What follows belongs to an exercise in optimizing a design on an open flow for small area and a short achievable clock period; a production flow would make more cautious choices. Only simulation tests tie the RTL to the original design; equivalence was not proved. Power and IR drop assume default switching activity.

[design/flow/design.v]
module stack_bank #(
   parameter int WIDTH  = 32,
   parameter int DEPTH  = 16,
   parameter int STACKS = 4,
   localparam int SEL_W = (STACKS > 1) ? $clog2(STACKS) : 1,
   localparam int CNT_W = $clog2(DEPTH + 1)
) (
   input  logic             clock,
   input  logic             reset,
   input  logic             req,
   input  logic [1:0]       op,
   input  logic [SEL_W-1:0] sel,
   input  logic [WIDTH-1:0] din,
   input  logic             flush,
   output logic [WIDTH-1:0] dout,
   output logic             dout_valid,
   output logic             overflow,
   output logic             underflow,
   output logic [CNT_W-1:0] count,
   output logic             full,
   output logic             empty
);
   localparam int ADDR_W = $clog2(DEPTH);
   localparam logic [1:0] OP_PEEK    = 2'b00;
   localparam logic [1:0] OP_PUSH    = 2'b01;
   localparam logic [1:0] OP_POP     = 2'b10;
   localparam logic [1:0] OP_REPLACE = 2'b11;
   logic [STACKS-1:0] sel_hot;
   logic              do_op, push_req, pop_req, repl_req, rd_req;
   always_comb begin
      for (int s = 0; s < STACKS; s++) sel_hot[s] = (sel == SEL_W'(s));
      do_op    = req && !flush;
      push_req = do_op && (op == OP_PUSH);
      pop_req  = do_op && (op == OP_POP);
      repl_req = do_op && (op == OP_REPLACE);
      rd_req   = do_op && (op != OP_PUSH);
   end
   logic [CNT_W-1:0]  sp    [STACKS];
   logic [STACKS-1:0] emp_q;             
   logic [STACKS-1:0] s_full, s_empty;
   logic [WIDTH-1:0]  s_top [STACKS];    
   for (genvar s = 0; s < STACKS; s++) begin : g_stack
      logic [WIDTH-1:0] row_q [DEPTH];
      logic [DEPTH-1:0] dec;             
      logic             push_here, repl_here;
      assign s_full[s]  = sp[s][ADDR_W];
      assign s_empty[s] = emp_q[s];
      for (genvar k = 0; k < DEPTH; k++) begin : g_dec
         assign dec[k] = (sp[s][ADDR_W-1:0] == ADDR_W'(k));
      end
      logic [WIDTH-1:0] top_or [DEPTH+1];
      assign top_or[0] = '0;
      for (genvar i = 0; i < DEPTH; i++) begin : g_top
         assign top_or[i+1] = top_or[i] | ({WIDTH{dec[(i + 1) % DEPTH]}} & row_q[i]);
      end
      assign s_top[s] = top_or[DEPTH];
      assign push_here = sel_hot[s] && push_req;
      assign repl_here = sel_hot[s] && repl_req;
      for (genvar i = 0; i < DEPTH; i++) begin : g_row
         logic push_row, repl_row, row_we;
         if (i == 0) begin : g_first
            assign push_row = dec[0] && !s_full[s];
         end else begin : g_other
            assign push_row = dec[i];
         end
         if (i == DEPTH - 1) begin : g_last
            assign repl_row = s_full[s];
         end else begin : g_inner
            assign repl_row = dec[i + 1];
         end
         assign row_we = (push_here && push_row) || (repl_here && repl_row);
         always_ff @(posedge clock) begin
            if (row_we) row_q[i] <= din;
         end
      end
   end
   assign count = sp[sel];
   assign full  = s_full[sel];
   assign empty = s_empty[sel];
   always_ff @(posedge clock or posedge reset) begin
      if (reset) begin
         for (int s = 0; s < STACKS; s++) sp[s] <= '0;
         emp_q      <= '1;
         dout_valid <= 1'b0;
         overflow   <= 1'b0;
         underflow  <= 1'b0;
      end else begin
         for (int s = 0; s < STACKS; s++) begin
            if (sel_hot[s]) begin
               if (flush) begin
                  sp[s]    <= '0;
                  emp_q[s] <= 1'b1;
               end else if (push_req && !s_full[s]) begin
                  sp[s]    <= sp[s] + CNT_W'(1);
                  emp_q[s] <= 1'b0;
               end else if (pop_req && !s_empty[s]) begin
                  sp[s]    <= sp[s] - CNT_W'(1);
                  emp_q[s] <= (sp[s] == CNT_W'(1));
               end
            end
         end
         dout_valid <= rd_req && !empty;
         overflow   <= push_req && full;
         underflow  <= rd_req && empty;
      end
   end
   logic [WIDTH-1:0] rd_data;
   always_comb begin
      logic [WIDTH-1:0] acc;
      acc = '0;
      for (int s = 0; s < STACKS; s++)
         acc = acc | ({WIDTH{sel_hot[s]}} & s_top[s]);
      rd_data = acc;
   end
   always_ff @(posedge clock) begin
      dout <= rd_data;
   end
endmodule
[design/flow/flow/run.sh]
#!/bin/bash
# Own layout flow: the standard synthesis (for the register names and
# cell types), then a hand-mapped netlist of the same logic (flow/gen.py,
# control logic mapped by flow/map.tcl), then the standard layout steps
# from floorplan to finish on that netlist.
set -euo pipefail
cd "$(dirname "$0")/.."
W=$PWD
R=$W/orfs/results/$FLOW_PLATFORM/stack_bank/base
O=$W/orfs/objects/$FLOW_PLATFORM/stack_bank/base
LIB=$FLOW_HOME/platforms/$FLOW_PLATFORM/lib/sky130_fd_sc_hd__tt_025C_1v80.lib
YOSYS=$(command -v yosys || echo "$FLOW_HOME/../tools/install/yosys/bin/yosys")

bash standard.sh synth > "$W/std_synth.log" 2>&1
cp "$R/1_2_yosys.v" "$W/std_1_2_yosys.v"
python3 flow/gen.py "$W/std_1_2_yosys.v" "$W/hand.v" > "$W/gen.log" 2>&1
# every lpflow and probe cell: a superset of the platform's don't-use list
DONT_USE=$(grep -oE 'cell *\( *"?sky130_fd_sc_hd__(lpflow_[a-z0-9_]+|probec?_p_[0-9]+)' "$LIB" | sed -E 's/.*\( *"?//' | sort -u | tr '\n' ' ')
export DONT_USE
MAP_SRC=$W/hand.v MAP_OUT=$W/mapped.v LIB=$LIB \
  ABC_SCRIPT=$FLOW_HOME/scripts/abc_speed.script ABC_CONSTR=$O/abc.constr \
  "$YOSYS" -c flow/map.tcl > "$W/map.log" 2>&1
cp "$W/mapped.v" "$R/1_2_yosys.v"
rm -f "$R/1_synth.odb" "$R/1_synth.sdc"
bash standard.sh finish "BUFFER_PORTS_ARGS=-buffer_cell sky130_fd_sc_hd__buf_4" > "$W/std_finish.log" 2>&1
[design/flow/flow/gen.py]
#!/usr/bin/env python3
"""Write a hand-mapped version of stack_bank for the layout.

usage: gen.py STANDARD_NETLIST OUT.v

The registers are taken, by instance name and cell type, from the standard
synthesis netlist (so the layout keeps exactly its registers). The read path
(row select AND-OR, then the per-stack select) is built from explicit
a222oi/nand/a22oi cells; the small control logic is left as assign
statements for Yosys/ABC to map. The logic is exactly that of
rtl/stack_bank.sv.
"""
import re
import sys

W, D, S = 32, 16, 4
P = "sky130_fd_sc_hd__"

src = open(sys.argv[1]).read()
flops = {}
for m in re.finditer(r"^\s*(" + P + r"(?:e?df\w+))\s+(\\\S+|\w+)\s*\(", src, re.M):
    flops[m.group(2)] = m.group(1)

def name_of(pattern):
    hits = [n for n in flops if re.fullmatch(pattern, n)]
    if len(hits) != 1:
        sys.exit(f"gen.py: expected one register matching {pattern}, found {hits}")
    return hits[0]

used = set()
def ff(pattern):
    n = name_of(pattern)
    used.add(n)
    return n, flops[n]

o = []
emit = o.append
cell_id = [0]
def cell(kind, pins):
    cell_id[0] += 1
    emit(f"  {P}{kind} rm_{cell_id[0]} (" + ", ".join(f".{p}({v})" for p, v in pins) + ");")
emit("module stack_bank(clock, reset, req, op, sel, din, flush, dout, dout_valid, overflow, underflow, count, full, empty);")
emit("  input clock; input reset; input req; input [1:0] op; input [1:0] sel; input [31:0] din; input flush;")
emit("  output [31:0] dout; output dout_valid; output overflow; output underflow;")
emit("  output [4:0] count; output full; output empty;")
emit("  wire [3:0] sel_hot;")
emit("  assign sel_hot[0] = ~sel[1] & ~sel[0];")
emit("  assign sel_hot[1] = ~sel[1] &  sel[0];")
emit("  assign sel_hot[2] =  sel[1] & ~sel[0];")
emit("  assign sel_hot[3] =  sel[1] &  sel[0];")
emit("  wire do_op = req & ~flush;")
emit("  wire push_req = do_op & ~op[1] & op[0];")
emit("  wire pop_req  = do_op & op[1] & ~op[0];")
emit("  wire repl_req = do_op & op[1] & op[0];")
emit("  wire rd_req   = do_op & ~(~op[1] & op[0]);")
emit("  wire reset_n = ~reset;")
for s in range(S):
    emit(f"  wire [4:0] sp{s}; wire [4:0] spn{s}; wire [15:0] dec{s}; wire [15:0] we{s};")
    emit(f"  wire full{s} = sp{s}[4];")
    emit(f"  wire empty{s}; wire empn{s};")
    emit(f"  assign empn{s} = ~sel_hot[{s}] ? empty{s} : flush ? 1'b1 : (push_req & ~full{s}) ? 1'b0 : (pop_req & ~empty{s}) ? (sp{s} == 5'd1) : empty{s};")
    n, c = ff(rf"\\emp_q\[{s}\]\$\S*")
    emit(f"  {c} {n} (.CLK(clock), .D(empn{s}), .SET_B(reset_n), .Q(empty{s}));")
    # two-level row decode: dec[k] = (sp[1:0] == k%4) & (sp[3:2] == k/4),
    # built as nor2 of the inverted 2-bit predecodes.
    emit(f"  wire [3:0] nlo{s}, nhi{s};")
    for j in range(4):
        emit(f"  assign nlo{s}[{j}] = ~(sp{s}[1:0] == 2'd{j});")
        emit(f"  assign nhi{s}[{j}] = ~(sp{s}[3:2] == 2'd{j});")
    for k in range(D):
        cell("nor2_1", [("A", f"nlo{s}[{k % 4}]"), ("B", f"nhi{s}[{k // 4}]"), ("Y", f"dec{s}[{k}]")])
    emit(f"  wire push{s} = sel_hot[{s}] & push_req;")
    emit(f"  wire repl{s} = sel_hot[{s}] & repl_req;")
    for i in range(D):
        pr = f"(dec{s}[0] & ~full{s})" if i == 0 else f"dec{s}[{i}]"
        rr = f"full{s}" if i == D - 1 else f"dec{s}[{i+1}]"
        emit(f"  assign we{s}[{i}] = (push{s} & {pr}) | (repl{s} & {rr});")
    emit(f"  assign spn{s} = ~sel_hot[{s}] ? sp{s} : flush ? 5'd0 : (push_req & ~full{s}) ? sp{s} + 5'd1 : (pop_req & ~empty{s}) ? sp{s} - 5'd1 : sp{s};")
    for k in range(5):
        n, c = ff(rf"\\sp\[{s}\]\[{k}\]\$\S*")
        emit(f"  {c} {n} (.CLK(clock), .D(spn{s}[{k}]), .RESET_B(reset_n), .Q(sp{s}[{k}]));")
emit("  wire [4:0] cnt_sel = sel[1] ? (sel[0] ? sp3 : sp2) : (sel[0] ? sp1 : sp0);")
emit("  wire emp_sel = sel[1] ? (sel[0] ? empty3 : empty2) : (sel[0] ? empty1 : empty0);")
# count/full/empty: AND-OR with their own copy of the sel decode.
emit("  wire [3:0] shc; wire [4:0] cnt_o; wire emp_o;")
cell("nor2_1", [("A", "sel[1]"), ("B", "sel[0]"), ("Y", "shc[0]")])
cell("nor2b_1", [("A", "sel[1]"), ("B_N", "sel[0]"), ("Y", "shc[1]")])
cell("nor2b_1", [("A", "sel[0]"), ("B_N", "sel[1]"), ("Y", "shc[2]")])
cell("and2_1", [("A", "sel[1]"), ("B", "sel[0]"), ("X", "shc[3]")])
for k, src_ in [(k, [f"sp{t}[{k}]" for t in range(S)]) for k in range(5)] + [(5, [f"empty{t}" for t in range(S)])]:
    out = f"cnt_o[{k}]" if k < 5 else "emp_o"
    emit(f"  wire st_{k}_a, st_{k}_b;")
    cell("a22oi_1", [("A1", "shc[0]"), ("A2", src_[0]), ("B1", "shc[1]"), ("B2", src_[1]), ("Y", f"st_{k}_a")])
    cell("a22oi_1", [("A1", "shc[2]"), ("A2", src_[2]), ("B1", "shc[3]"), ("B2", src_[3]), ("Y", f"st_{k}_b")])
    cell("nand2_1", [("A", f"st_{k}_a"), ("B", f"st_{k}_b"), ("Y", out)])
emit("  assign count = cnt_o;")
emit("  assign full = cnt_o[4];")
emit("  assign empty = emp_o;")
for nm, expr in (("dout_valid", "rd_req & ~emp_sel"), ("overflow", "push_req & cnt_sel[4]"), ("underflow", "rd_req & emp_sel")):
    n, c = ff(rf"\\{nm}\$\S*")
    emit(f"  wire {nm}_n = {expr};")
    emit(f"  {c} {n} (.CLK(clock), .D({nm}_n), .RESET_B(reset_n), .Q({nm}));")

# Storage and the read path.
emit("  wire [31:0] rd;")
for s in range(S):
    for i in range(D):
        emit(f"  wire [31:0] m{s}_{i};")
        for b in range(W):
            n, c = ff(rf"\\g_stack\[{s}\]\.row_q\[{i}\]\[{b}\]\$\S*")
            emit(f"  {c} {n} (.CLK(clock), .D(din[{b}]), .DE(we{s}[{i}]), .Q(m{s}_{i}[{b}]));")
    # row i is the top when dec[(i+1)%16]
    emit(f"  wire [15:0] rs{s};")
    for i in range(D):
        emit(f"  assign rs{s}[{i}] = dec{s}[{(i + 1) % D}];")
for b in range(W):
    fin = []
    for s in range(S):
        y = []
        for g in range(5):
            r0 = 3 * g
            nm = f"y_{s}_{b}_{g}"
            emit(f"  wire {nm};")
            cell("a222oi_1", [("A1", f"rs{s}[{r0}]"), ("A2", f"m{s}_{r0}[{b}]"),
                              ("B1", f"rs{s}[{r0+1}]"), ("B2", f"m{s}_{r0+1}[{b}]"),
                              ("C1", f"rs{s}[{r0+2}]"), ("C2", f"m{s}_{r0+2}[{b}]"),
                              ("Y", nm)])
            y.append(nm)
        nm = f"y_{s}_{b}_5"
        emit(f"  wire {nm};")
        cell("nand2_1", [("A", f"rs{s}[15]"), ("B", f"m{s}_15[{b}]"), ("Y", nm)])
        y.append(nm)
        u1, u2 = f"u_{s}_{b}_0", f"u_{s}_{b}_1"
        emit(f"  wire {u1}, {u2};")
        cell("nand3_1", [("A", y[0]), ("B", y[1]), ("C", y[2]), ("Y", u1)])
        cell("nand3_1", [("A", y[3]), ("B", y[4]), ("C", y[5]), ("Y", u2)])
        f = f"f_{s}_{b}"
        emit(f"  wire {f};")
        cell("a22oi_1", [("A1", f"sel_hot[{s}]"), ("A2", u1), ("B1", f"sel_hot[{s}]"), ("B2", u2), ("Y", f)])
        fin.append(f)
    cell("nand4_1", [("A", fin[0]), ("B", fin[1]), ("C", fin[2]), ("D", fin[3]), ("Y", f"rd[{b}]")])
    n, c = ff(rf"\\dout\[{b}\]\$\S*")
    emit(f"  {c} {n} (.CLK(clock), .D(rd[{b}]), .Q(dout[{b}]));")
emit("endmodule")

missing = set(flops) - used
if missing:
    sys.exit(f"gen.py: registers of the standard synthesis not placed: {sorted(missing)[:10]}")
open(sys.argv[2], "w").write("\n".join(o) + "\n")
print(f"gen.py: {len(used)} registers, {cell_id[0]} read-path cells")
[design/flow/flow/map.tcl]
# Maps the hand-built netlist's control logic (assign statements) to sky130hd
# cells; the instantiated cells and registers are kept as they are.
# env: MAP_SRC (input), MAP_OUT (output netlist), LIB (liberty), ABC_SCRIPT
yosys -import
read_liberty -lib $::env(LIB)
read_verilog $::env(MAP_SRC)
hierarchy -check -top stack_bank
synth -top stack_bank -flatten -nofsm -noshare -run :fine
synth -top stack_bank -flatten -nofsm -noshare -run fine:check
opt -purge
set dont_use {}
foreach c [split $::env(DONT_USE) " "] { if {$c ne ""} { lappend dont_use -dont_use $c } }
abc -script $::env(ABC_SCRIPT) -liberty $::env(LIB) {*}$dont_use -constr $::env(ABC_CONSTR) -D 4500
setundef -zero
splitnets
opt_clean -purge
hilomap -singleton -hicell sky130_fd_sc_hd__conb_1 HI -locell sky130_fd_sc_hd__conb_1 LO
insbuf -buf sky130_fd_sc_hd__buf_4 A X
check -assert
tee -o $::env(MAP_OUT).stat stat -liberty $::env(LIB)
write_verilog -noattr -nohex -nodec $::env(MAP_OUT)
[design/flow/standard.sh]
#!/bin/bash
# synth_recipe.tcl (not shown) runs the flow's synth.tcl, then flattens the netlist and writes it again
# the make line also repeats each setting of config.mk as NAME=value (left out here)
make -C /OpenROAD-flow-scripts/flow DESIGN_CONFIG=/design/flow/config.mk WORK_HOME=/design/flow/orfs CLKGATE_MAP_FILE= SYNTH_SCRIPT=/design/flow/synth_recipe.tcl "${@:-finish}"
[design/flow/config.mk]
export PLATFORM = sky130hd
export DESIGN_NAME = stack_bank
export DESIGN_NICKNAME = stack_bank
export VERILOG_FILES = /design/flow/design.v
export SDC_FILE = /design/flow/constraint.sdc
export NUM_CORES = 4
export LEC_CHECK = 0
export CAP_MARGIN = 20
export CORE_MARGIN = 2
export CORE_UTILIZATION = 50
export CTS_BUF_LIST = sky130_fd_sc_hd__clkbuf_16
export CTS_CLUSTER_DIAMETER = 80
export CTS_CLUSTER_SIZE = 25
export SETUP_SLACK_MARGIN = 2.0
export SLEW_MARGIN = 20
[design/flow/constraint.sdc]
create_clock -name core_clock -period 4.5 [get_ports {clock}]
set_input_delay 0.9000 -clock core_clock [delete_from_list [all_inputs] [get_ports {clock}]]
set_output_delay 0.9000 -clock core_clock [all_outputs]
set_load 0.01 [all_outputs]
==> summary.txt, run 1 <==
CTS max path bufs = 3
Net Sw Power = 0.00952 W
# rows = 141
LEAKAGE = 27.5 nW
# DRC = 0
Final TNS setup = 0 ns
TritonCTS buffer count = 104
CTS tree = yes
Die Ht = 390 um
Starting density of the core = 50.4%
Power Dens Cells = 429 nW/um^2
CTS H-tree depth = 3
Mean post-synth cell area = 20.2 um^2
Die area = 152000 um^2
Syn_nets = 3722
HPWL after detailed placement = 121 mm
Netlist Area Pre-Place = 74500 um^2
Wirelength per Cell = 37.4 um
Vias in the first global route = 39800
RSZ-0062 raised after global routing = yes
Clock share of power = 29.0%
Worst Max-Slew Pin Slew = 1.05 ns
Post-Place Setup Slack = 0.679 ns
VDD IR-drop max = 370 uV
Num Clock Sinks = 2107
GPL Wtd Cong = 0.919
Final period util = 61.7%
P_int = 0.0276 W
Critical path class = reg -> out
Initial DRC count = 8425
Worst Path Required = 3.60 ns
Clk slew on worst S/H paths = 0.09 ns
Final setup violation count = 0
Highest clock rate = 360 MHz
Via/cell ratio = 7.15
Area grow syn2layout = 16.5%
Clk Latency, worst-skew pair = 0.77 ns
Clock root buffer = clkbuf_16
Slew Limit Fails = 0
Comb pwr share = 11.9%
Port bufs = 81
Antenna-violating nets left = 0
DIE WIDTH = 390 um
Worst path slowest cell = dfrtp_2
Share of cells above drive strength 1 = 22.2%
Setup Skew = 0.0375 ns
Max-capacitance violation count = 0
Overflow after GRT = 0
First-pass GRT wire length = 314 mm
Via count = 44400
I/O Pins = 82
GR Util All Layers = 29.4%
Final setup margin = 1.72 ns
Core ar. = 148000 um^2
Hold buffers post-CTS = 0
Hold crit path type = in -> async
Sw Share = 25.6%
Initial antenna violation count = 14
Data arrival, critical path = 1.88 ns
Part of the power in registers = 59.0%
Critical path cell sequence = a22oi_2 -> nand2_2 -> buf_6
Fin nets = 4247
Max_slew headroom = 29.5%
Largest net degree at the start of global routing = 67
Startpoint Class = flop
Yosys warnings = 11
CP endpoint kind = output pin
Final hold vios = 0
Max stage delay on crit path = 0.49 ns
Drt first pass iters = 13
Mapped Cells = 3682
DRT Wirelength = 232 mm
Minimum clock period = 2.78 ns
Crit-path max FO = 7
Status = complete, no violations
==> registers in the layout (all words and copies together) (netlist names) <==
name	cells
overflow	1
dout	32
sp	20
g_stack.row_q	2048
emp_q	4
dout_valid	1
underflow	1
==> stage by stage <==
stage	instance area (um^2)	power (W)	util [%]	std cells	hold slack [ns]
floorplan	75300	0.0236	-	3682	0.542
global placement	78700	0.0258	53.2	5715	0.603
detailed placement	78700	0.0258	53.2	5715	0.604
CTS	85000	0.0368	57.5	6069	0.183
global route	86700	0.0380	58.7	6203	0.226
finish	86700	0.0372	58.7	6206	0.211
==> repair_timing <==
action	in CTS	in global routing
buffers inserted	120	115
setup endpoints to repair	2087	1163
pin swaps	144	172
gates resized for setup	291	126
cloned	62	19
==> critical path: cells and delay by family (launching register included) <==
kind	cells	cell delay (ns)
flip-flops	1	0.49
AO/OA/AOI/OAI	1	0.26
AND/OR/NAND/NOR	1	0.19
buffers and inverters	1	0.17
==> power by group through the flow <==
stage / Clock, W / Combinational, W / Sequential, W
after floorplan: 0 / 0.00141 / 0.0222
final: 0.0108 / 0.00444 / 0.0219
after detailed placement: 0 / 0.00339 / 0.0224
after global routing: 0.0116 / 0.00454 / 0.0219
after global placement: 0 / 0.00339 / 0.0224
after CTS: 0.0109 / 0.00403 / 0.0219
==> final cells by class <==
cell class | instances | area (um^2)
flip-flops and latches | 2107 | 62800
fillers | 10800 | 61100
multi-input cells | 1602 | 14400
repair buffers | 376 | 3700
clock buffers | 108 | 2700
well taps | 1930 | 2410
clock inverters | 64 | 518
inverters | 15 | 82.6
diodes | 3 | 7.51
repair inverters | 1 | 5.00
==> routing by layer <==
metal	up-vias	track usage (%)	routed length, um
li1	17900	-	-
met3	326	5.87	27600
met4	6	9.58	8440
met2	2942	44.0	106000
met5	-	0	41
met1	23200	43.6	90700
==> cell usage in the layout (no fill, tap or decap), drive strengths merged, types with 32 or more instances in the layout <==
cell,count
nand2,161
nor2,135
dfxtp,32
nand3,260
buf,372
edfxtp,2048
a22o,88
inv,57
clkbuf,112
nand4,36
a222oi,640
a22oi,141
==> final timing paths <==
check | startpoint | slack [ns] | to | cells after the start
setup / recovery | sp[2][0]$_DFFE_PP0P_ | 1.72 | count[0] | 3
hold / removal | reset | 0.21 | overflow$_DFF_PP0_ | 3
setup reg to reg | sp[2][2]$_DFFE_PP0P_ | 1.75 | dout[30]$_DFF_P_ | 8
hold reg to reg | g_stack[0].row_q[15][26]$_DFFE_PP_ | 0.65 | dout[26]$_DFF_P_ | 4
max in group asynchronous | reset | 3.91 | emp_q[2]$_DFFE_PP1P_ | 3
min in group core_clock | flush | 0.60 | sp[2][1]$_DFFE_PP0P_ | 2
==> run 2, diff against run 1 <==
--- a/design/flow/config.mk
+++ b/design/flow/config.mk
@@ -14,2 +14,3 @@
 export SETUP_SLACK_MARGIN = 2.0
 export SLEW_MARGIN = 20
+export TNS_END_PERCENT = 5
==> summary.txt, run 2 <==
Initial DRC count = 8137
Max FFs per register = 2048
Hold buffers post-CTS = 0
Mean post-synth cell area = 20.2 um^2
Highest clock rate = 353 MHz
Via/cell ratio = 7.09
RSZ-0062 raised after global routing = yes
Critical path cell sequence = buf_12 -> buf_4 -> nand2b_4 -> nor2_4 -> bufbuf_16 -> a222oi_1 -> nand3_1 -> a22oi_1 -> nand4_1
Slew Limit Fails = 0
R2R Path End = dout[23]$_DFF_P_
VDD IR-drop max = 373 uV
Max stage delay on crit path = 0.47 ns
Final setup violation count = 0
Num Clock Sinks = 2107
Net Sw Power = 0.00937 W
Origin of the critical flop-to-flop path = sp[3][3]$_DFFE_PP0P_
Crit-path max FO = 5
Clk slew on worst S/H paths = 0.10 ns
I/O Pins = 82
CTS tree = yes
First-pass GRT wire length = 312 mm
Cells on worst reg2reg path = 9
HPWL after detailed placement = 125 mm
Final period util = 62.9%
# DRC = 0
Area grow syn2layout = 13.5%
DIE WIDTH = 390 um
Part of the power in registers = 60.0%
Overflow after GRT = 0
Die Ht = 390 um
Wirelength per Cell = 37.6 um
Minimum clock period = 2.83 ns
Setup Skew = 0.0418 ns
LEAKAGE = 26.5 nW
CTS max path bufs = 3
Status = complete, no violations
Post-route insts no fill = 6066
Starting density of the core = 50.4%
Min Hold Slack = 0.221 ns
Port bufs = 81
Via count = 43000
Syn_nets = 3722
Yosys warnings = 11
Fin nets = 4098
Critical path launch point = sp[3][3]$_DFFE_PP0P_
Mapped Cells = 3682
Comb pwr share = 11.3%
Startpoint Class = flop
Antenna-violating nets left = 0
Worst path slowest cell = dfrtp_2
Data arrival, critical path = 3.46 ns
WP buf/inv = 3
CTS H-tree depth = 3
Hold crit path type = in -> async
Critical path class = reg -> reg
R2R Setup Slk = 1.67 ns
GR Util All Layers = 29.5%
Largest regs = g_stack.row_q: 2048 flops, dout: 32 flops, sp: 20 flops
TritonCTS buffer count = 101
Max_slew headroom = 22.7%
P_int = 0.0273 W
Drt first pass iters = 14
Die area = 152000 um^2
Commonest non-fill, non-tap cell in the layout = edfxtp_1
Most frequent cells in the layout = 2048 x edfxtp_1, 640 x a222oi_1, 227 x nand3_1, 227 x buf_4, 147 x nand2_1
Placed cell count = 5734
Clk Latency, worst-skew pair = 0.77 ns
Largest Register = g_stack.row_q
Initial antenna violation count = 13
Vias in the first global route = 39200
Max-capacitance violation count = 0
DRT Wirelength = 228 mm
Clock root buffer = clkbuf_16
CP endpoint kind = flop
Largest net degree at the start of global routing = 68
Core ar. = 148000 um^2
Worst Path Required = 5.13 ns
Worst Max-Slew Pin Slew = 1.16 ns
Clock share of power = 28.8%
GPL Wtd Cong = 0.901
Total power = 0.0367 W
Register area = 62800 um^2
Final TNS setup = 0 ns
Sw Share = 25.5%
# rows = 141
Final hold vios = 0
Share of cells above drive strength 1 = 18.3%
Netlist Area Pre-Place = 74500 um^2
FILL cells = 11000
Crit path max-delay family = compound AO/OA/AOI/OAI gates
Footprint of the multi-input gates = 13400 um^2
Power Dens Cells = 434 nW/um^2
-- run 2: changes by cell type in the layout (fill, tap and decap cells not counted), moves of 7 or more --
cell,delta
buf_4,-41
nor2_4,-38
a22oi_1,+33
a22oi_2,-33
buf_6,-32
a22o_4,-24
buf_12,-20
nor2_2,+17
inv_1,+13
buf_8,-8
clkbuf_16,-7
-- run 2: through the flow --
stage                     worst slack [ns]  instance area (um^2)  utilization, %
final                                 1.67                 84500            57.1
after floorplan                       1.86                 75100               -
after global routing                  1.72                 84500            57.1
after detailed placement             0.753                 78800            53.3
after global placement               0.709                 78800            53.3
after CTS                             1.74                 84100            56.9
-- run 2: area by class of cell --
class | count | share of cell area (%)
clock buffer | 104 | 3.08
tap | 1930 | 2.86
inverter | 15 | 0.102
clock inverter | 74 | 0.616
multi-input combinational | 1555 | 15.9
antenna | 3 | 0.00889
timing repair buffer | 278 | 3.07
sequential | 2107 | 74.4
-- run 2: worst max-delay path by stage --
stage,slack (ns),cells after the start,endpoint
finish,1.67,9,dout[23]$_DFF_P_
CTS,1.74,3,count[2]
global route,1.72,3,count[1]
detailed placement,0.75,5,g_stack[0].row_q[1][25]$_DFFE_PP_
floorplan,1.86,7,g_stack[2].row_q[0][0]$_DFFE_PP_
global placement,0.71,6,g_stack[1].row_q[1][9]$_DFFE_PP_
-- run 2: routing by layer --
layer	GRT usage (%)	routed length, um
met2	45.9	106000
met3	4.32	24500
met5	0	0
met4	8.77	8020
met1	43.7	89700
-- run 2: what timing repair did --
action                     in CTS  in global routing
gates resized for setup       234                 35
cloned                         32                  2
pin swaps                     117                 39
buffers inserted              100                 15
setup endpoints to repair    2040               1828
-- run 2: tightest hold or removal path: stages --
cell   delay [ns]
buf_4        0.11
inv_1        0.04
buf_4        0.38
-- run 2: power by group through the flow --
stage | logic, W | registers [W] | clock network [W]
6_report | 0.00413 | 0.0220 | 0.0106
5_1_grt | 0.00423 | 0.0220 | 0.0114
4_1_cts | 0.00397 | 0.0220 | 0.0107
3_5_place_dp | 0.00346 | 0.0224 | 0
3_3_place_gp | 0.00344 | 0.0225 | 0
2_1_floorplan | 0.00140 | 0.0222 | 0
==> run 3, diff against run 2 <==
--- a/design/flow/config.mk
+++ b/design/flow/config.mk
@@ -8,5 +8,5 @@
 export CAP_MARGIN = 20
 export CORE_MARGIN = 2
-export CORE_UTILIZATION = 50
+export CORE_UTILIZATION = 60
 export CTS_BUF_LIST = sky130_fd_sc_hd__clkbuf_16
 export CTS_CLUSTER_DIAMETER = 80
==> summary.txt, run 3 <==
Status = complete, no violations
Hold crit path type = in -> async
Worst Path Required = 5.07 ns
Crit-path max FO = 9
Clk Latency, worst-skew pair = 0.74 ns
Placed cell count = 5476
Initial DRC count = 9479
Post-route insts no fill = 5753
Highest clock rate = 336 MHz
Grt met3 use = 5.71%
Data arrival, critical path = 3.55 ns
Overflow after GRT = 0
Final period util = 66.2%
Max-capacitance violation count = 0
GPL Wtd Cong = 0.906
Mean post-synth cell area = 20.2 um^2
Commonest non-fill, non-tap cell in the layout = edfxtp_1
Clock root buffer = clkbuf_16
Most frequent cells in the layout = 2048 x edfxtp_1, 640 x a222oi_1, 245 x buf_4
Die Ht = 356 um
Netlist Area Pre-Place = 74500 um^2
Syn_nets = 3722
I/O Pins = 82
Startpoint Class = flop
Max FFs per register = 2048
Drt first pass iters = 15
Power Dens Cells = 430 nW/um^2
HPWL after detailed placement = 132 mm
Minimum clock period = 2.98 ns
Total power = 0.0359 W
Final TNS setup = 0 ns
CTS max path bufs = 3
Critical path launch point = sp[1][3]$_DFFE_PP0P_
Critical path cell sequence = nand2b_4 -> nor2_4 -> buf_12 -> a222oi_1 -> nand3_2 -> a22oi_2 -> nand4_1
Largest Register = g_stack.row_q
R2R Setup Slk = 1.52 ns
Clk slew on worst S/H paths = 0.10 ns
CTS H-tree depth = 3
Origin of the critical flop-to-flop path = sp[1][3]$_DFFE_PP0P_
# DRC = 0
R2R Path End = dout[7]$_DFF_P_
Area grow syn2layout = 12.1%
Core ar. = 123000 um^2
Met2 Use GR = 56.2%
Post-route cell area = 83400 um^2
Hold buffers post-CTS = 0
Initial antenna violation count = 10
Starting density of the core = 60.3%
VDD IR-drop max = 418 uV
Vias in the first global route = 40000
Mapped Cells = 3682
Worst setup path endpoint = dout[7]$_DFF_P_
DRT Wirelength = 224 mm
Cells on worst reg2reg path = 7
GR Util All Layers = 35.1%
M1 GR Usage = 51.1%
RSZ-0062 raised after global routing = yes
Worst Max-Slew Pin Slew = 1.19 ns
Wirelength per Cell = 39.0 um
CP endpoint kind = flop
Critical path class = reg -> reg
Worst path slowest cell = a222oi_1
Port bufs = 81
Max_slew headroom = 20.6%
TritonCTS buffer count = 96
Yosys warnings = 11
Setup Skew = 0.0319 ns
GRT Max-Usage Layer = met2
Share of cells above drive strength 1 = 17.5%
Largest net degree at the start of global routing = 69
CTS tree = yes
# rows = 129
Via/cell ratio = 7.54
Via count = 43400
LEAKAGE = 26.3 nW
Largest regs = g_stack.row_q: 2048 flops, dout: 32 flops, sp: 20 flops
Die area = 127000 um^2
Final hold vios = 0
Slew Limit Fails = 0
DIE WIDTH = 356 um
Antenna-violating nets left = 0
Fin nets = 4087
Final setup violation count = 0
DP Area = 78500 um^2
Max stage delay on crit path = 0.76 ns
First-pass GRT wire length = 308 mm
Num Clock Sinks = 2107
## run 3: critical path, delay by kind of cell (launching register included)
kind / cells / cell delay [ns]
and+or+nand+nor: 4 / 0.86
DFF: 1 / 0.48
AOI/OAI and AO/OA: 2 / 1.31
buffers and inverters: 1 / 0.15
## run 3: what timing repair did
item | CTS | global route
pin swaps | 113 | 20
cloned | 10 | 2
buffers inserted | 81 | 16
gates resized for setup | 230 | 46
endpoints found under the setup margin | 1680 | 2097
## run 3: layer usage
metal / wire length, um / share of wire [%]
met1: 82800 / 37
met2: 108000 / 48
met4: 7020 / 3.1
met3: 26800 / 12
met5: 49 / 0.022
## run 3: final cells by class
class | count | area, um^2
inverter | 15 | 70.1
clock buffer | 100 | 2500
sequential | 2107 | 62800
timing repair buffer | 290 | 2460
antenna | 8 | 20.0
clock inverter | 59 | 357
fill | 8029 | 40000
multi-input combinational | 1537 | 13100
tap | 1637 | 2050
## run 3: power by group
part	internal [W]	leakage (nW)	switching (W)
clock	0.00424	1.56	0.00576
combinational	0.00112	5.80	0.00276
sequential	0.0217	19.0	0.000356
total	0.0270	26.3	0.00887
## run 3: worst min path at each step
| stage | cells after the start | to | startpoint |
|---|---|---|---|
| after detailed placement | 2 | sp[1][1]$_DFFE_PP0P_ | sp[1][1]$_DFFE_PP0P_ |
| after global placement | 2 | sp[1][1]$_DFFE_PP0P_ | sp[1][1]$_DFFE_PP0P_ |
| final | 3 | underflow$_DFF_PP0_ | reset |
| after floorplan | 2 | sp[0][3]$_DFFE_PP0P_ | sp[0][3]$_DFFE_PP0P_ |
| after global routing | 3 | underflow$_DFF_PP0_ | reset |
| after CTS | 3 | underflow$_DFF_PP0_ | reset |
## run 3: through the flow
| stage | util (%) | worst slack [ns] | hold slack [ns] |
|---|---|---|---|
| 4_1_cts | 67.2 | 1.63 | 0.218 |
| 5_1_grt | 67.6 | 1.63 | 0.260 |
| 2_1_floorplan | - | 1.86 | 0.542 |
| 3_5_place_dp | 63.5 | 0.777 | 0.608 |
| 6_report | 67.6 | 1.52 | 0.229 |
| 3_3_place_gp | 63.5 | 0.808 | 0.593 |
==> run 4, diff against run 3 <==
--- a/design/flow/config.mk
+++ b/design/flow/config.mk
@@ -8,5 +8,5 @@
 export CAP_MARGIN = 20
 export CORE_MARGIN = 2
-export CORE_UTILIZATION = 60
+export CORE_UTILIZATION = 55
 export CTS_BUF_LIST = sky130_fd_sc_hd__clkbuf_16
 export CTS_CLUSTER_DIAMETER = 80
@@ -14,3 +14,3 @@
 export SETUP_SLACK_MARGIN = 2.0
 export SLEW_MARGIN = 20
-export TNS_END_PERCENT = 5
+export TNS_END_PERCENT = 30
==> summary.txt, run 4 <==
Slew Limit Fails = 0
CTS H-tree depth = 3
Share of cells above drive strength 1 = 21.4%
GPL Wtd Cong = 0.933
Critical path class = reg -> reg
Status = complete, no violations
Worst Path Required = 5.12 ns
# rows = 135
Largest regs = g_stack.row_q: 2048 flops, dout: 32 flops, sp: 20 flops
Initial antenna violation count = 14
CTS max path bufs = 3
Yosys warnings = 11
Initial DRC count = 9850
R2R Path End = dout[5]$_DFF_P_
Num Clock Sinks = 2107
LEAKAGE = 27.3 nW
Cells on worst reg2reg path = 9
Wirelength per Cell = 39.4 um
Setup Skew = 0.0305 ns
Core ar. = 135000 um^2
Commonest non-fill, non-tap cell in the layout = edfxtp_1
Minimum clock period = 2.89 ns
Final hold vios = 0
R2R Setup Slk = 1.61 ns
Area grow syn2layout = 15.2%
Final period util = 64.2%
HPWL after detailed placement = 134 mm
Drt first pass iters = 13
Starting density of the core = 55.2%
Final TNS setup = 0 ns
Clock root buffer = clkbuf_16
Die area = 138000 um^2
Syn_nets = 3722
DRT Wirelength = 237 mm
Mapped Cells = 3682
Max FFs per register = 2048
Startpoint Class = flop
Overflow after GRT = 0
Placed cell count = 5605
Largest Register = g_stack.row_q
Worst Max-Slew Pin Slew = 1.24 ns
FILL cells = 9168
Vias in the first global route = 40300
Origin of the critical flop-to-flop path = sp[1][0]$_DFFE_PP0P_
TritonCTS buffer count = 100
Antenna-violating nets left = 0
Most frequent cells in the layout = 2048 x edfxtp_1, 640 x a222oi_1, 269 x buf_4
Highest clock rate = 346 MHz
Clk slew on worst S/H paths = 0.10 ns
GR Util All Layers = 33.1%
Fin nets = 4217
Data arrival, critical path = 3.51 ns
Die Ht = 372 um
First-pass GRT wire length = 315 mm
Hold crit path type = in -> async
RSZ-0062 raised after global routing = yes
CP endpoint kind = flop
Via/cell ratio = 7.41
Clk Latency, worst-skew pair = 0.76 ns
# DRC = 0
DIE WIDTH = 372 um
Netlist Area Pre-Place = 74500 um^2
Final setup violation count = 0
Power Dens Cells = 429 nW/um^2
Post-route insts no fill = 6011
Port bufs = 81
Max-capacitance violation count = 0
Max_slew headroom = 16.7%
CTS tree = yes
Largest net degree at the start of global routing = 70
Mean post-synth cell area = 20.2 um^2
Crit-path max FO = 6
VDD IR-drop max = 393 uV
I/O Pins = 82
Via count = 44600
[run 4: cell count changes in the layout (fill, tap and decap cells not counted), moves of 6 or more]
cell,previous run,this run
a22o_4,55,86
a22oi_1,70,43
a22oi_2,71,98
buf_12,8,32
buf_4,245,269
buf_6,26,53
inv_1,54,27
nand3_1,233,226
nand3_2,27,33
nor2_4,54,69
[run 4: routing by layer]
metal | part of all wire [%] | up-vias | global-route usage (%) | wire (um)
li1 | - | 17800 | - | -
met1 | 38 | 23100 | 48.7 | 89300
met2 | 45 | 3236 | 50.2 | 108000
met3 | 13 | 365 | 5.61 | 29700
met5 | 0.033 | - | 0 | 79
met4 | 4.3 | 12 | 12.5 | 10200
[run 4: final cells by class]
class,count,area [um^2],area share [%]
Antenna cell,4,10.0,0.0117
Clock buffer,104,2600,3.03
Clock inverter,47,323,0.376
Inverter,15,77.6,0.0904
Multi-Input combinational cell,1577,14000,16.4
Sequential cell,2107,62800,73.2
Tap cell,1781,2230,2.60
Timing Repair Buffer,373,3670,4.27
Timing Repair inverter,3,20.0,0.0233
[run 4: worst max-delay path, cell delays in order, from the launching register on]
cell and delay (ns):
dfrtp_2 0.47, buf_6 0.14, nand2b_4 0.10, nor2_4 0.11, buf_12 0.15, buf_6 0.11
a222oi_1 0.78, nand3_1 0.24, a22oi_2 0.50, nand4_1 0.14
[run 4: where the power goes]
| part | total, W | switching [W] | internal (W) |
|---|---|---|---|
| clock network | 0.0102 | 0.00590 | 0.00430 |
| logic | 0.00460 | 0.00319 | 0.00141 |
| registers | 0.0220 | 0.000365 | 0.0217 |
| total | 0.0368 | 0.00946 | 0.0274 |
[run 4: worst max path at each step]
stage                               startpoint                           endpoint  slack, ns
after floorplan                          flush   g_stack[2].row_q[0][0]$_DFFE_PP_       1.86
after global placement                   flush  g_stack[0].row_q[5][29]$_DFFE_PP_       0.69
after detailed placement                 flush   g_stack[0].row_q[4][6]$_DFFE_PP_       0.67
after CTS                 sp[2][0]$_DFFE_PP0P_                    dout[2]$_DFF_P_       1.70
after global routing      sp[2][0]$_DFFE_PP0P_                   dout[13]$_DFF_P_       1.61
final                     sp[1][0]$_DFFE_PP0P_                    dout[5]$_DFF_P_       1.61
[run 4: what timing repair did]
item                                     CTS  global route
endpoints found under the setup margin  2089          2003
gates resized for setup                  360            53
setup buffers                            129            58
pin swaps                                281            83
cloned                                    37            27
hold buffers                               0             0
[run 4: through the flow]
stage	area, um^2	hold WS (ns)	total power (W)	setup slack, ns	util, %
3_3_place_gp	78600	0.603	0.0260	0.692	58.2
4_1_cts	84800	0.207	0.0366	1.70	62.8
6_report	85800	0.248	0.0368	1.61	63.6
3_5_place_dp	78600	0.607	0.0260	0.668	58.2
5_1_grt	85800	0.269	0.0376	1.61	63.6
2_1_floorplan	75200	0.542	0.0236	1.86	-
==> run 5, diff against run 4 <==
--- a/design/flow/config.mk
+++ b/design/flow/config.mk
@@ -8,9 +8,8 @@
 export CAP_MARGIN = 20
 export CORE_MARGIN = 2
-export CORE_UTILIZATION = 55
+export CORE_UTILIZATION = 50
 export CTS_BUF_LIST = sky130_fd_sc_hd__clkbuf_16
-export CTS_CLUSTER_DIAMETER = 80
-export CTS_CLUSTER_SIZE = 25
+export CTS_CLUSTER_DIAMETER = 70
+export CTS_CLUSTER_SIZE = 30
 export SETUP_SLACK_MARGIN = 2.0
 export SLEW_MARGIN = 20
-export TNS_END_PERCENT = 30
==> summary.txt, run 5 <==
Status = complete, no violations
Slew Limit Fails = 0
Crit-path max FO = 32
Max_slew headroom = 21.0%
Core ar. = 148000 um^2
Hold crit path type = in -> async
Cells on worst reg2reg path = 8
Via count = 44400
GPL Wtd Cong = 0.919
Largest Register = g_stack.row_q
Startpoint Class = flop
Hold buffers post-CTS = 0
DIE WIDTH = 390 um
Port bufs = 81
Yosys warnings = 11
Antenna-violating nets left = 0
Clk Latency, worst-skew pair = 0.79 ns
HPWL after detailed placement = 121 mm
VDD IR-drop max = 399 uV
Final setup margin = 1.68 ns
Footprint of the multi-input gates = 14300 um^2
Setup Skew = 0.0393 ns
Wirelength per Cell = 37.4 um
Die area = 152000 um^2
Clk slew on worst S/H paths = 0.10 ns
Num Clock Sinks = 2107
Mapped Cells = 3682
Critical path class = reg -> reg
Origin of the critical flop-to-flop path = sp[2][1]$_DFFE_PP0P_
Netlist Area Pre-Place = 74500 um^2
First-pass GRT wire length = 312 mm
Final hold vios = 0
Worst Path Required = 5.15 ns
Mean post-synth cell area = 20.2 um^2
RSZ-0062 raised after global routing = yes
# DRC = 0
Clock root buffer = clkbuf_16
Register area = 62800 um^2
Highest clock rate = 355 MHz
Drt first pass iters = 14
TritonCTS buffer count = 114
R2R Path End = dout[17]$_DFF_P_
I/O Pins = 82
Overflow after GRT = 0
Final TNS setup = 0 ns
Max-capacitance violation count = 0
Worst Max-Slew Pin Slew = 1.18 ns
LEAKAGE = 27.6 nW
CTS tree = yes
Total power = 0.0391 W
Commonest non-fill, non-tap cell in the layout = edfxtp_1
Area grow syn2layout = 17.2%
Largest regs = g_stack.row_q: 2048 flops, dout: 32 flops, sp: 20 flops
Via/cell ratio = 7.14
# rows = 141
Initial DRC count = 8393
Initial antenna violation count = 12
Share of cells above drive strength 1 = 22.6%
Die Ht = 390 um
Syn_nets = 3722
R2R Setup Slk = 1.68 ns
Max FFs per register = 2048
Largest net degree at the start of global routing = 67
CTS H-tree depth = 3
Final setup violation count = 0
Core Util, Final = 59.0%
FILL cells = 10700
DRT Wirelength = 232 mm
Data arrival, critical path = 3.47 ns
Minimum clock period = 2.82 ns
Starting density of the core = 50.4%
Post-Place Setup Slack = 0.679 ns
CP endpoint kind = flop
Vias in the first global route = 39600
Most frequent cells in the layout = 2048 x edfxtp_1, 640 x a222oi_1, 258 x buf_4
Power Dens Cells = 448 nW/um^2
GR Util All Layers = 29.2%
Fin nets = 4216
CTS max path bufs = 3
Final period util = 62.6%
[run 5: cell count changes in the layout (fill, tap and decap cells not counted), moves of 6 or more]
cell,before,now
inv_8,1,9
nor2_2,22,14
nor2_4,69,104
nand2_2,11,5
inv_1,27,13
inv_6,6,13
buf_4,269,258
inv_16,0,11
clkbuf_16,105,117
clkinv_8,1,17
bufinv_16,1,12
buf_6,53,33
[run 5: per-layer routing]
| metal | part of all wire, % | track usage [%] | vias to the layer above |
|---|---|---|---|
| li1 | - | - | 17900 |
| met1 | 39 | 43.2 | 23200 |
| met2 | 46 | 44.4 | 2957 |
| met3 | 13 | 6.25 | 277 |
| met4 | 2.9 | 7.31 | 8 |
| met5 | 0.022 | 0 | - |
[run 5: worst max path at each step]
stage | startpoint | to | cells past startpoint
after global routing | sp[2][1]$_DFFE_PP0P_ | count[1] | 3
after CTS | sp[2][2]$_DFFE_PP0P_ | count[2] | 3
after global placement | flush | g_stack[2].row_q[4][1]$_DFFE_PP_ | 5
after detailed placement | flush | g_stack[2].row_q[4][12]$_DFFE_PP_ | 5
final | sp[2][1]$_DFFE_PP0P_ | dout[17]$_DFF_P_ | 8
after floorplan | flush | g_stack[2].row_q[0][0]$_DFFE_PP_ | 7
[run 5: timing repair]
| action | in CTS | in global routing |
|---|---|---|
| resized for setup | 229 | 155 |
| endpoints found under the setup margin | 2087 | 1080 |
| gates cloned | 55 | 21 |
| setup buffers | 68 | 131 |
| pin swaps | 81 | 191 |
[run 5: layout make-up]
type	count	share of cell area, %
Multi-Input combinational cell	1598	16.4
Clock inverter	101	1.61
Clock buffer	115	3.30
Inverter	15	0.102
Timing Repair inverter	1	0.00574
Timing Repair Buffer	339	3.73
Antenna cell	4	0.0115
Sequential cell	2107	72.0
Tap cell	1930	2.77
[run 5: critical path, stage by stage, from the launching register on]
cell	delay, ns
dfrtp_2	0.51
buf_4	0.18
nand2b_4	0.12
nor2_4	0.07
buf_8	0.18
a222oi_1	0.55
nand3_2	0.29
a22oi_2	0.56
nand4_1	0.18
[run 5: where the power goes]
| group | leakage, nW | internal (W) | switching [W] |
|---|---|---|---|
| clock | 2.09 | 0.00578 | 0.00694 |
| combinational | 6.58 | 0.00135 | 0.00309 |
| sequential | 19.0 | 0.0217 | 0.000260 |
| total | 27.6 | 0.0288 | 0.0103 |
[run 5: metrics by stage]
| step | hold WS, ns | cells | cell area [um^2] |
|---|---|---|---|
| floorplan | 0.542 | 3682 | 75300 |
| global placement | 0.603 | 5715 | 78700 |
| detailed placement | 0.604 | 5715 | 78700 |
| CTS | 0.166 | 6054 | 85100 |
| global route | 0.192 | 6206 | 87200 |
| finish | 0.202 | 6210 | 87200 |
==> run 6, diff against run 5 <==
--- a/design/flow/flow/gen.py
+++ b/design/flow/flow/gen.py
@@ -49,4 +49,5 @@
 emit("  assign sel_hot[2] =  sel[1] & ~sel[0];")
 emit("  assign sel_hot[3] =  sel[1] &  sel[0];")
+emit("  wire [3:0] nsel = ~sel_hot;")
 emit("  wire do_op = req & ~flush;")
 emit("  wire push_req = do_op & ~op[1] & op[0];")
@@ -68,12 +69,11 @@
         emit(f"  assign nlo{s}[{j}] = ~(sp{s}[1:0] == 2'd{j});")
         emit(f"  assign nhi{s}[{j}] = ~(sp{s}[3:2] == 2'd{j});")
+    # dec is gated by the stack select: dec[k] = sel_hot & (sp[3:0] == k)
     for k in range(D):
-        cell("nor2_1", [("A", f"nlo{s}[{k % 4}]"), ("B", f"nhi{s}[{k // 4}]"), ("Y", f"dec{s}[{k}]")])
-    emit(f"  wire push{s} = sel_hot[{s}] & push_req;")
-    emit(f"  wire repl{s} = sel_hot[{s}] & repl_req;")
+        cell("nor3_1", [("A", f"nlo{s}[{k % 4}]"), ("B", f"nhi{s}[{k // 4}]"), ("C", f"nsel[{s}]"), ("Y", f"dec{s}[{k}]")])
     for i in range(D):
         pr = f"(dec{s}[0] & ~full{s})" if i == 0 else f"dec{s}[{i}]"
-        rr = f"full{s}" if i == D - 1 else f"dec{s}[{i+1}]"
-        emit(f"  assign we{s}[{i}] = (push{s} & {pr}) | (repl{s} & {rr});")
+        rr = f"(sel_hot[{s}] & full{s})" if i == D - 1 else f"dec{s}[{i+1}]"
+        emit(f"  assign we{s}[{i}] = (push_req & {pr}) | (repl_req & {rr});")
     emit(f"  assign spn{s} = ~sel_hot[{s}] ? sp{s} : flush ? 5'd0 : (push_req & ~full{s}) ? sp{s} + 5'd1 : (pop_req & ~empty{s}) ? sp{s} - 5'd1 : sp{s};")
     for k in range(5):
@@ -115,29 +115,37 @@
         emit(f"  assign rs{s}[{i}] = dec{s}[{(i + 1) % D}];")
 for b in range(W):
-    fin = []
+    # 64 (select, row) pairs; the selects are the sel-gated decodes.
+    pairs = []
     for s in range(S):
-        y = []
-        for g in range(5):
-            r0 = 3 * g
-            nm = f"y_{s}_{b}_{g}"
-            emit(f"  wire {nm};")
-            cell("a222oi_1", [("A1", f"rs{s}[{r0}]"), ("A2", f"m{s}_{r0}[{b}]"),
-                              ("B1", f"rs{s}[{r0+1}]"), ("B2", f"m{s}_{r0+1}[{b}]"),
-                              ("C1", f"rs{s}[{r0+2}]"), ("C2", f"m{s}_{r0+2}[{b}]"),
-                              ("Y", nm)])
-            y.append(nm)
-        nm = f"y_{s}_{b}_5"
+        for i in range(D - 1):
+            pairs.append((f"rs{s}[{i}]", f"m{s}_{i}[{b}]"))
+    for s in range(S):
+        pairs.append((f"rs{s}[{D - 1}]", f"m{s}_{D - 1}[{b}]"))
+    y = []
+    for g in range(0, 63, 3):
+        nm = f"y_{b}_{g // 3}"
         emit(f"  wire {nm};")
-        cell("nand2_1", [("A", f"rs{s}[15]"), ("B", f"m{s}_15[{b}]"), ("Y", nm)])
+        cell("a222oi_1", [("A1", pairs[g][0]), ("A2", pairs[g][1]),
+                          ("B1", pairs[g + 1][0]), ("B2", pairs[g + 1][1]),
+                          ("C1", pairs[g + 2][0]), ("C2", pairs[g + 2][1]), ("Y", nm)])
         y.append(nm)
-        u1, u2 = f"u_{s}_{b}_0", f"u_{s}_{b}_1"
-        emit(f"  wire {u1}, {u2};")
-        cell("nand3_1", [("A", y[0]), ("B", y[1]), ("C", y[2]), ("Y", u1)])
-        cell("nand3_1", [("A", y[3]), ("B", y[4]), ("C", y[5]), ("Y", u2)])
-        f = f"f_{s}_{b}"
-        emit(f"  wire {f};")
-        cell("a22oi_1", [("A1", f"sel_hot[{s}]"), ("A2", u1), ("B1", f"sel_hot[{s}]"), ("B2", u2), ("Y", f)])
-        fin.append(f)
-    cell("nand4_1", [("A", fin[0]), ("B", fin[1]), ("C", fin[2]), ("D", fin[3]), ("Y", f"rd[{b}]")])
+    nm = f"y_{b}_21"
+    emit(f"  wire {nm};")
+    cell("nand2_1", [("A", pairs[63][0]), ("B", pairs[63][1]), ("Y", nm)])
+    y.append(nm)
+    z = []
+    for g in range(5):
+        nm = f"z_{b}_{g}"
+        emit(f"  wire {nm};")
+        cell("nand4_1", [("A", y[4 * g]), ("B", y[4 * g + 1]), ("C", y[4 * g + 2]), ("D", y[4 * g + 3]), ("Y", nm)])
+        z.append(nm)
+    nm = f"z_{b}_5"
+    emit(f"  wire {nm};")
+    cell("nand2_1", [("A", y[20]), ("B", y[21]), ("Y", nm)])
+    z.append(nm)
+    emit(f"  wire w_{b}_0, w_{b}_1;")
+    cell("nor3_1", [("A", z[0]), ("B", z[1]), ("C", z[2]), ("Y", f"w_{b}_0")])
+    cell("nor3_1", [("A", z[3]), ("B", z[4]), ("C", z[5]), ("Y", f"w_{b}_1")])
+    cell("nand2_1", [("A", f"w_{b}_0"), ("B", f"w_{b}_1"), ("Y", f"rd[{b}]")])
     n, c = ff(rf"\\dout\[{b}\]\$\S*")
     emit(f"  {c} {n} (.CLK(clock), .D(rd[{b}]), .Q(dout[{b}]));")
--- a/design/flow/config.mk
+++ b/design/flow/config.mk
@@ -10,6 +10,6 @@
 export CORE_UTILIZATION = 50
 export CTS_BUF_LIST = sky130_fd_sc_hd__clkbuf_16
-export CTS_CLUSTER_DIAMETER = 70
-export CTS_CLUSTER_SIZE = 30
-export SETUP_SLACK_MARGIN = 2.0
+export CTS_CLUSTER_DIAMETER = 80
+export CTS_CLUSTER_SIZE = 25
+export SETUP_SLACK_MARGIN = 2.2
 export SLEW_MARGIN = 20
==> summary.txt, run 6 <==
Status = complete, no violations
Clk Latency, worst-skew pair = 0.76 ns
Slew Limit Fails = 0
Commonest non-fill, non-tap cell in the layout = edfxtp_1
Critical path launch point = sp[0][2]$_DFFE_PP0P_
Netlist Area Pre-Place = 73700 um^2
Sw Share = 23.5%
Worst Max-Slew Pin Slew = 1.03 ns
Part of the power in registers = 61.9%
Via/cell ratio = 7.23
Largest regs = g_stack.row_q: 2048 flops, dout: 32 flops, sp: 20 flops
Final hold vios = 0
VDD IR-drop max = 431 uV
Min Hold Slack = 0.249 ns
# rows = 140
P_int = 0.0273 W
R2R Setup Slk = 1.59 ns
HPWL after detailed placement = 128 mm
Area grow syn2layout = 22.6%
Clock share of power = 29.3%
Critical path cell sequence = buf_6 -> buf_6 -> nand2_8 -> buf_12 -> nor3_4 -> buf_12 -> a222oi_1 -> nand4_1 -> nor3_4 -> nand2_1
Final TNS setup = 0 ns
Clk slew on worst S/H paths = 0.09 ns
DIE WIDTH = 388 um
Wirelength per Cell = 38.7 um
Mapped Cells = 3484
Cell count along the critical path = 10
First-pass GRT wire length = 328 mm
Vias in the first global route = 41300
Final setup violation count = 0
Num Clock Sinks = 2107
Most frequent cells in the layout = 2048 x edfxtp_1, 672 x a222oi_1, 426 x buf_4
Placed cell count = 5643
Largest net degree at the start of global routing = 66
Share of cells above drive strength 1 = 27.1%
Max stage delay on crit path = 0.69 ns
GR Util All Layers = 31.2%
CTS max path bufs = 3
Via count = 45700
Worst path slowest cell = nand4_1
Die area = 151000 um^2
Antenna-violating nets left = 0
Drt first pass iters = 14
Max FFs per register = 2048
DRT Wirelength = 245 mm
Power Dens Cells = 395 nW/um^2
WP buf/inv = 4
Port bufs = 81
Syn_nets = 3524
Mean post-synth cell area = 21.2 um^2
Overflow after GRT = 0
Highest clock rate = 344 MHz
Total power = 0.0357 W
GPL Wtd Cong = 0.871
Crit-path max FO = 7
Data arrival, critical path = 3.54 ns
LEAKAGE = 29.9 nW
Cells on worst reg2reg path = 10
Max-capacitance violation count = 0
Initial antenna violation count = 16
Post-route insts no fill = 6317
Initial DRC count = 9711
CTS tree = yes
TritonCTS buffer count = 98
Largest Register = g_stack.row_q
Worst setup path endpoint = dout[29]$_DFF_P_
Setup Skew = 0.0389 ns
Net Sw Power = 0.00839 W
Clock root buffer = clkbuf_16
Minimum clock period = 2.91 ns
FILL cells = 10100
Max_slew headroom = 31.2%
Starting density of the core = 50.5%
CTS H-tree depth = 3
Hold crit path type = in -> async
CP endpoint kind = flop
Fin nets = 4357
Yosys warnings = 11
I/O Pins = 82
Comb pwr share = 8.7%
Die Ht = 388 um
Startpoint Class = flop
R2R Path End = dout[29]$_DFF_P_
Crit path max-delay family = simple AND/OR/NAND/NOR gates
Final period util = 64.6%
Critical path class = reg -> reg
# DRC = 0
Worst Path Required = 5.13 ns
Core ar. = 146000 um^2
RSZ-0062 raised after global routing = yes
Origin of the critical flop-to-flop path = sp[0][2]$_DFFE_PP0P_
[run 6: worst register-to-register path: cells and delay by family, from the launching register on]
kind	cells	cell delay, ns
compound gates	1	0.33
buf+inv	4	0.52
flops	1	0.48
simple gates	5	1.47
[run 6: how the worst min path moves through the flow]
stage                                        from              endpoint  slack, ns  cells past startpoint
3_5_place_dp   g_stack[3].row_q[15][24]$_DFFE_PP_      dout[24]$_DFF_P_       0.55                      4
4_1_cts                                     reset   underflow$_DFF_PP0_       0.23                      3
5_1_grt                                     reset   underflow$_DFF_PP0_       0.26                      3
6_report                                    reset   underflow$_DFF_PP0_       0.25                      3
3_3_place_gp                 emp_q[1]$_DFFE_PP1P_  emp_q[1]$_DFFE_PP1P_       0.56                      2
2_1_floorplan   g_stack[3].row_q[15][0]$_DFFE_PP_       dout[0]$_DFF_P_       0.50                      4
[run 6: timing repair]
item | in CTS | in global routing
hold buffers | 0 | 0
pin swaps | 250 | 124
setup buffers | 274 | 137
gates resized for setup | 369 | 70
endpoints found under the setup margin | 2098 | 1155
gates cloned | 63 | 17
hold endpoints to repair | 0 | 0
[run 6: final cells by class]
class | count | area, um^2 | area share (%)
diodes | 6 | 15.0 | 0.0166
clock buffers | 101 | 2530 | 2.80
clock inverters | 76 | 518 | 0.573
inverters | 15 | 81.3 | 0.0900
multi-input cells | 1375 | 13500 | 14.9
flip-flops and latches | 2107 | 62900 | 69.6
well taps | 1917 | 2400 | 2.65
repair buffers | 719 | 8470 | 9.37
repair inverters | 1 | 8.76 | 0.00969
[run 6: per-stage QoR]
stage | utilization (%) | worst slack, ns | cell area [um^2]
6_report | 61.9 | 1.59 | 90400
5_1_grt | 61.9 | 1.65 | 90400
4_1_cts | 60.4 | 1.74 | 88300
3_5_place_dp | 54.5 | 0.495 | 79700
3_3_place_gp | 54.5 | 0.123 | 79700
2_1_floorplan | - | 1.20 | 74900
[run 6: layer usage]
metal	wire (um)	track usage (%)	vias to the layer above
met5	55	0	-
li1	-	-	18000
met4	8790	9.60	10
met3	35800	6.80	377
met1	91400	46.4	23800
met2	109000	46.3	3487
[run 6: power by group through the flow]
| stage | sequential [W] | clock (W) | combinational [W] |
|---|---|---|---|
| finish | 0.0221 | 0.0105 | 0.00312 |
| global route | 0.0221 | 0.0112 | 0.00317 |
| CTS | 0.0221 | 0.0105 | 0.00290 |
| detailed placement | 0.0225 | 0 | 0.00235 |
| global placement | 0.0225 | 0 | 0.00232 |
| floorplan | 0.0223 | 0 | 0.000804 |
==> run 7, diff against run 6 <==
--- a/design/flow/config.mk
+++ b/design/flow/config.mk
@@ -8,5 +8,5 @@
 export CAP_MARGIN = 20
 export CORE_MARGIN = 2
-export CORE_UTILIZATION = 50
+export CORE_UTILIZATION = 60
 export CTS_BUF_LIST = sky130_fd_sc_hd__clkbuf_16
 export CTS_CLUSTER_DIAMETER = 80
==> summary.txt, run 7 <==
Clock root buffer = clkbuf_16
Clock share of power = 28.9%
Core ar. = 122000 um^2
Mean post-synth cell area = 21.2 um^2
Netlist Area Pre-Place = 73700 um^2
Via/cell ratio = 7.61
Initial DRC count = 9766
Largest regs = g_stack.row_q: 2048 flops, dout: 32 flops, sp: 20 flops
Yosys warnings = 11
CTS tree = yes
VDD IR-drop max = 421 uV
Starting density of the core = 60.5%
HPWL after detailed placement = 119 mm
Commonest non-fill, non-tap cell in the layout = edfxtp_1
Final setup margin = 1.65 ns
CTS H-tree depth = 3
Post-Place Setup Slack = 0.0450 ns
Wirelength per Cell = 39.0 um
Syn_nets = 3524
I/O Pins = 82
LEAKAGE = 29.5 nW
Clk slew on worst S/H paths = 0.10 ns
TritonCTS buffer count = 97
Power Dens Cells = 395 nW/um^2
Num Clock Sinks = 2107
Data arrival, critical path = 3.45 ns
CP endpoint kind = flop
DP Area = 79000 um^2
# rows = 128
# DRC = 0
Share of cells above drive strength 1 = 25.7%
Post-route cell area = 89100 um^2
Clk Latency, worst-skew pair = 0.74 ns
GPL Wtd Cong = 0.891
Crit-path max FO = 8
Final hold vios = 0
Overflow after GRT = 0
Max_slew headroom = 27.4%
First-pass GRT wire length = 314 mm
Minimum clock period = 2.85 ns
Hold buffers post-CTS = 0
Sw Share = 23.0%
Port bufs = 81
Max-capacitance violation count = 0
Status = complete, no violations
Net Sw Power = 0.00808 W
Part of the power in registers = 62.4%
Hold crit path type = in -> async
Max FFs per register = 2048
Setup Skew = 0.0294 ns
Startpoint Class = flop
GR Util All Layers = 35.7%
Die Ht = 355 um
Placed cell count = 5325
Largest net degree at the start of global routing = 68
Largest Register = g_stack.row_q
Drt first pass iters = 14
DIE WIDTH = 355 um
Final TNS setup = 0 ns
Via count = 45400
Worst Max-Slew Pin Slew = 1.08 ns
Worst Path Required = 5.09 ns
Cells on worst reg2reg path = 8
Slew Limit Fails = 0
Initial antenna violation count = 9
Post-route insts no fill = 5971
RSZ-0062 raised after global routing = yes
Fin nets = 4300
DRT Wirelength = 233 mm
P_int = 0.0271 W
Critical path class = reg -> reg
Area grow syn2layout = 20.8%
CTS max path bufs = 3
Comb pwr share = 8.7%
Antenna-violating nets left = 0
Highest clock rate = 351 MHz
Die area = 126000 um^2
Final period util = 63.4%
Final setup violation count = 0
Mapped Cells = 3484
Vias in the first global route = 41600
Most frequent cells in the layout = 2048 x edfxtp_1, 672 x a222oi_1, 407 x buf_4
-- run 7: final cells by class --
type                            instances  area (um^2)
Antenna cell                            4         10.0
Timing Repair Buffer                  663         7560
Timing Repair inverter                  3         38.8
Clock inverter                         81          480
Fill cell                            7141        32800
Tap cell                             1625         2030
Multi-Input combinational cell       1373        13500
Clock buffer                          100         2500
Inverter                               15         97.6
Sequential cell                      2107        62900
-- run 7: path summary, 6_finish.rpt --
kind | from | end | slack, ns
worst max-delay path | sp[1][0]$_DFFE_PP0P_ | dout[14]$_DFF_P_ | 1.65
worst min-delay path | reset | sp[1][3]$_DFFE_PP0P_ | 0.35
worst max register to register | sp[1][0]$_DFFE_PP0P_ | dout[14]$_DFF_P_ | 1.65
worst min register to register | g_stack[3].row_q[15][24]$_DFFE_PP_ | dout[24]$_DFF_P_ | 0.56
max in group asynchronous | reset | sp[3][1]$_DFFE_PP0P_ | 3.62
min in group core_clock | op[0] | dout_valid$_DFF_PP0_ | 0.53
-- run 7: timing repair --
action / 4_1_cts / 5_1_grt
pin swaps: 170 / 141
setup buffers: 247 / 130
resized for setup: 320 / 121
endpoints found under the setup margin: 2106 / 1138
gates cloned: 55 / 29
-- run 7: layer usage --
| metal | up-vias | wire length (um) | GRT usage, % |
|---|---|---|---|
| met3 | 498 | 29400 | 5.52 |
| met4 | 4 | 13100 | 15.9 |
| li1 | 17900 | - | - |
| met5 | - | 21 | 0 |
| met1 | 23400 | 80900 | 50.1 |
| met2 | 3642 | 110000 | 56.5 |
-- run 7: worst max-delay path: stages, from the launching register on --
cell and delay (ns):
dfrtp_2 0.48, or2_4 0.26, nor3_4 0.07, buf_12 0.15, buf_12 0.14, a222oi_1 0.52, nand4_1 0.37, nor3_4 0.60
nand2_1 0.12
-- run 7: metrics by stage --
stage	util [%]	hold WS, ns	power, W
floorplan	-	0.502	0.0231
global placement	64.8	0.525	0.0246
detailed placement	64.8	0.530	0.0246
CTS	71.1	0.306	0.0349
global route	73.1	0.339	0.0360
finish	73.1	0.345	0.0352
-- run 7: power groups by stage --
stage,sequential [W],clock (W),combinational (W)
CTS,0.0219,0.0102,0.00275
finish,0.0219,0.0102,0.00307
detailed placement,0.0224,0,0.00228
floorplan,0.0223,0,0.000804
global route,0.0219,0.0109,0.00313
global placement,0.0224,0,0.00225

==> static timing again, ports no longer ideal <==
How much do the figures lean on ideal ports? The routed layouts below were timed once more, with nothing changed but the port constraints. Step 1 sets driving cells, clkbuf_16 on the clock port and buf_2 on the other inputs (assumed; they add their load-dependent delay and slew). Step 2 also shifts input and output timing later by t, the mid clock arrival at the registers, as if the neighbouring blocks saw the same clock. Three values: ideal ports, drivers, drivers and shift; two values: the first two.
run | t (ns) | setup slack, ns | worst slew at a driven data input, ns
run 1 | 0.837 | 1.722 / 1.597 / 1.073 | 0.19
run 2 | 0.839 | 1.669 / 1.638 / 1.015 | 0.16
run 3 | 0.808 | 1.522 / 1.522 / 0.952 | 0.12
run 4 | 0.818 | 1.609 / 1.556 / 0.984 | 0.06
run 5 | 0.862 | 1.681 / 1.619 / 0.964 | 0.18
run 6 | 0.826 | 1.594 / 1.511 / 0.724 | 0.25
run 7 | 0.810 | 1.649 / 1.630 / 0.837 | 0.22
After both steps every run listed still meets setup and hold. For run 6, which loses most, drivers alone change the setup slack by -0.083 ns; drivers and shift together by -0.870 ns.
